From an optimization exercise on the open Yosys and OpenROAD flow, aimed at small area, a short achievable clock period and few clock cycles per item; shortcuts taken in it are not production practice. Only simulation tests tie the RTL to the original design; equivalence was not proved.

build 37:
Design aes_key_expand, start of the top module:
module aes_key_expand #(
  parameter int KEY_BITS = 256
) (
  input  logic                clk,
  input  logic                rst,
  input  logic                start,
  input  logic [KEY_BITS-1:0] key_in,
  output logic                busy,
  output logic [127:0]        rk_out,
  output logic [3:0]          rk_idx,
  output logic                rk_valid,
  input  logic                rk_ready,
  output logic                done
);
Size: roughly 2100 cells after synthesis.
==> flow/config.mk <==
export PLATFORM = sky130hd
export DESIGN_NAME = aes_key_expand
export DESIGN_NICKNAME = aes_key_expand
export VERILOG_FILES = /design/flow/design.v
export SDC_FILE = /design/flow/constraint.sdc
export NUM_CORES = 4
export LEC_CHECK = 0
export CAP_MARGIN = 20
export CORE_MARGIN = 2
export CORE_UTILIZATION = 60
export SLEW_MARGIN = 20
export SYNTH_HIERARCHICAL = 1
export SYNTH_MINIMUM_KEEP_SIZE = 0
==> flow/constraint.sdc <==
create_clock -name core_clock -period 22.0 [get_ports {clk}]
set_input_delay 4.4000 -clock core_clock [delete_from_list [all_inputs] [get_ports {clk}]]
set_output_delay 4.4000 -clock core_clock [all_outputs]
set_load 0.01 [all_outputs]
standard.sh (not shown) runs the stock make flow with config.mk's settings and CLKGATE_MAP_FILE= SYNTH_SCRIPT=/design/flow/synth_recipe.tcl, a recipe that flattens the netlist after the stock synthesis.
==> flow/flow/run.sh <==
#!/bin/bash
# Standard ORFS layout (the standard.sh), with these changes:
#  - synthesis is the standard flow's own script, but ABC maps with flow/abc.script (area-oriented);
#  - ports are buffered with the small sky130_fd_sc_hd__buf_1 instead of the default pick;
#  - clock tree synthesis inserts no dummy loads;
#  - timing repair aims for a slack margin that leaves TARGET_NS (flow/target.txt) of the
#    clock period, so the layout is sized for a shorter period than the constraint asks.
# Each step's full log is in orfs/logs/; the make output is in synth.log and layout.log here.
set -euo pipefail
here=$(pwd)
export FLOW_WORK=$here
export MY_ABC_SCRIPT=$here/flow/abc.script
target=$(cat flow/target.txt)
extra=()
if [[ "$target" != "none" ]]; then
  margin=$(python3 -c "print(round($FLOW_PERIOD_NS - $target, 3))")
  extra+=("SETUP_SLACK_MARGIN=$margin")
fi
bash standard.sh "SYNTH_SCRIPT=$here/flow/my_synth.tcl" synth > "$here/synth.log" 2>&1
bash standard.sh "CTS_ARGS=-sink_clustering_enable -repair_clock_nets -dont_use_dummy_load" "BUFFER_PORTS_ARGS=-buffer_cell sky130_fd_sc_hd__buf_1" "${extra[@]}" finish > "$here/layout.log" 2>&1
==> flow/flow/abc.script <==
strash
map -a
==> flow/flow/my_synth.tcl <==
# The standard synthesis script (synth_recipe.tcl, in the work folder), with one change:
# every ABC mapping call uses the script named by MY_ABC_SCRIPT instead of ORFS's.
proc abc {args} {
  set i [lsearch -exact $args -script]
  if {$i >= 0} { lset args [expr {$i + 1}] $::env(MY_ABC_SCRIPT) }
  yosys abc {*}$args
}
source $::env(FLOW_WORK)/synth_recipe.tcl
==> flow/flow/target.txt <==
5.6
Build 37 went all the way through the flow, and no timing, DRC or antenna check failed.
Testbench counts of build 37, summed over its fixed seeds: cycles 3,072, round keys 2,880.
Changes in build 17 relative to build 37:
Settings: swapping 60 for 40 in CORE_UTILIZATION.
-- flow/flow/run.sh --
<<< build 37, line 4
#  - ports are buffered with the small sky130_fd_sc_hd__buf_1 instead of the default pick;
#  - clock tree synthesis inserts no dummy loads;
#  - timing repair aims for a slack margin that leaves TARGET_NS (flow/target.txt) of the
>>> build 17, line 4
#  - ports are buffered with the small sky130_fd_sc_hd__buf_1 instead of the default pick;
#  - timing repair aims for a slack margin that leaves TARGET_NS (flow/target.txt) of the
<<< build 37, line 19
bash standard.sh "SYNTH_SCRIPT=$here/flow/my_synth.tcl" synth > "$here/synth.log" 2>&1
bash standard.sh "CTS_ARGS=-sink_clustering_enable -repair_clock_nets -dont_use_dummy_load" "BUFFER_PORTS_ARGS=-buffer_cell sky130_fd_sc_hd__buf_1" "${extra[@]}" finish > "$here/layout.log" 2>&1
>>> build 17, line 18
bash standard.sh "SYNTH_SCRIPT=$here/flow/my_synth.tcl" synth > "$here/synth.log" 2>&1
bash standard.sh "BUFFER_PORTS_ARGS=-buffer_cell sky130_fd_sc_hd__buf_1" "${extra[@]}" finish > "$here/layout.log" 2>&1
==> flow/flow/target.txt <==
5.7
Findings:
Changes observed in build 17 relative to build 37: least setup slack across all paths after layout fell by 0.014 ns, post-layout instance area shows an increase of 210 µm². Build 17 vs build 37, timing startpoint of the critical path: idx[3] vs rk_ready.
Input changes introduced in build 64 (baseline for comparison: build 17):
Settings: CORE_UTILIZATION now 60, was 40.
==> flow/flow/run.sh <==
#!/bin/bash
# Standard ORFS layout (the standard.sh), with these changes:
#  - synthesis is the standard flow's own script, but ABC maps with flow/abc.script (area-oriented);
#  - ports are buffered with the small sky130_fd_sc_hd__buf_1 instead of the default pick,
#    except rk_ready, whose buffer becomes a buf_8 after global placement (flow/port_drivers.tcl);
#  - clock tree synthesis inserts no dummy loads;
#  - timing repair aims for a slack margin that leaves TARGET_NS (flow/target.txt) of the
#    clock period, so the layout is sized for a shorter period than the constraint asks.
# Each step's full log is in orfs/logs/; the make output is in synth.log and layout.log here.
set -euo pipefail
here=$(pwd)
export FLOW_WORK=$here
export MY_ABC_SCRIPT=$here/flow/abc.script
target=$(cat flow/target.txt)
extra=()
if [[ "$target" != "none" ]]; then
  margin=$(python3 -c "print(round($FLOW_PERIOD_NS - $target, 3))")
  extra+=("SETUP_SLACK_MARGIN=$margin")
fi
bash standard.sh "SYNTH_SCRIPT=$here/flow/my_synth.tcl" synth > "$here/synth.log" 2>&1
bash standard.sh "CTS_ARGS=-sink_clustering_enable -repair_clock_nets -dont_use_dummy_load" "BUFFER_PORTS_ARGS=-buffer_cell sky130_fd_sc_hd__buf_1" "POST_GLOBAL_PLACE_TCL=$here/flow/port_drivers.tcl" "${extra[@]}" finish > "$here/layout.log" 2>&1
==> flow/flow/port_drivers.tcl (new file) <==
# After global placement: the input port rk_ready fans out to every state register's
# enable, so its port buffer gets a stronger cell than the buf_1 the other ports use.
foreach port {rk_ready} {
  foreach pin [get_pins -of_objects [get_nets -of_objects [get_ports $port]]] {
    set inst [get_cells -of_objects $pin]
    if {[get_property [get_lib_cells -of_objects $inst] name] eq "sky130_fd_sc_hd__buf_1"} {
      puts "port_drivers: [get_full_name $inst] on $port -> sky130_fd_sc_hd__buf_8"
      replace_cell $inst sky130_fd_sc_hd__buf_8
    }
  }
}
==> flow/flow/target.txt <==
5.85
Results
FAIL build 64 @ 3_3_place_gp: tool exited with error
Post-synthesis simple-gate area fraction delta (build 17 -> build 64): insignificant
Build 17 and build 64 ended up with roughly the same number of port buffers.
As far as number of enable-type register cells in the synthesized netlist goes, build 64 and build 17 are indistinguishable; the numbers are identical.
Between build 64 and build 17, the number of cells produced by synthesis does not differ in any meaningful way.
Comparing build 64 against build 17, there is no change at all in average cell area after synthesis.
Compared with build 17, in build 64 horizontal die dimension went down; height of the die went down; share of the synthesized netlist area taken by xor and xnor gates did not really move; placement row count went down; area share of fa/ha/maj cells after synthesis did not really move.
## Diff of input files: build 66 against build 64
Settings: putting CTS_CLUSTER_SIZE at 30 where nothing was set; putting CTS_BUF_LIST at sky130_fd_sc_hd__clkbuf_8 where nothing was set; swapping 60 for 55 in CORE_UTILIZATION.
==> flow/flow/run.sh <==
#!/bin/bash
# Standard ORFS layout (the standard.sh), with these changes:
#  - synthesis is the standard flow's own script, but ABC maps with flow/abc.script (area-oriented);
#  - ports are buffered with the small sky130_fd_sc_hd__buf_1 instead of the default pick;
#  - timing repair aims for a slack margin that leaves TARGET_NS (flow/target.txt) of the
#    clock period, so the layout is sized for a shorter period than the constraint asks.
# Each step's full log is in orfs/logs/; the make output is in synth.log and layout.log here.
set -euo pipefail
here=$(pwd)
export FLOW_WORK=$here
export MY_ABC_SCRIPT=$here/flow/abc.script
target=$(cat flow/target.txt)
extra=()
if [[ "$target" != "none" ]]; then
  margin=$(python3 -c "print(round($FLOW_PERIOD_NS - $target, 3))")
  extra+=("SETUP_SLACK_MARGIN=$margin")
fi
bash standard.sh "SYNTH_SCRIPT=$here/flow/my_synth.tcl" synth > "$here/synth.log" 2>&1
bash standard.sh "BUFFER_PORTS_ARGS=-buffer_cell sky130_fd_sc_hd__buf_1" "${extra[@]}" finish > "$here/layout.log" 2>&1
==> flow/flow/target.txt <==
5.4
removed: flow/flow/port_drivers.tcl
### Flow results
- Looking at the logs for build 66 and build 64, the single run that did not finish was build 64.
- Number of nets produced by synthesis came out exactly the same in build 66 and build 64.
- Sequential share of the synthesized area came out exactly the same in build 66 and build 64.
- Die boundary height, build 66 and build 64, lower one = build 64.
- Re share of flip-flops with an asynchronous set or reset after synthesis: no difference whatsoever between build 66 and build 64.
- Diff build 66..build 64 | synthesized-area fraction occupied by xor and xnor cells | unchanged
- Diff build 64 -> build 66 | placement row count | up by a few percent
- Initial core utilization, build 66 and build 64: lower on build 66
- Comparing build 66 against build 64, there is no change at all in post-synthesis compound-gate area fraction.
- As far as count of distinct cell types in the synthesized netlist goes, build 66 and build 64 are indistinguishable; the numbers are identical.

==> what the ideal ports hide <==
Ports are ideal in the flow. The routed layouts listed here were re-timed in OpenROAD.
Step 1 sets driving cells, clkbuf_16 on the clock port and buf_2 on the other inputs (assumed; they add their load-dependent delay and slew).
Step 2 moves the port delays by t, midway between the first and last clock arrival at a register: inputs arrive t later, outputs are due t later. That takes back most of the time a late clock gives input paths.
a / b / c = ideal ports / drivers / drivers and shift; a / b = the first two.
| run | t (ns) | slack for setup (ns) | worst setup path after step 2 |
|---|---|---|---|
| build 37 | 0.591 | 16.388 / 16.375 / 15.821 | input to register |
| build 17 | 0.589 | 16.374 / 16.317 / 15.931 | input to register |
| build 66 | 0.653 | 16.362 / 16.314 / 15.992 | input to register |
After both steps every run listed still meets setup and hold. The setup slack of build 37, which loses most, moves by -0.013 ns with the drivers and by -0.567 ns with both steps.
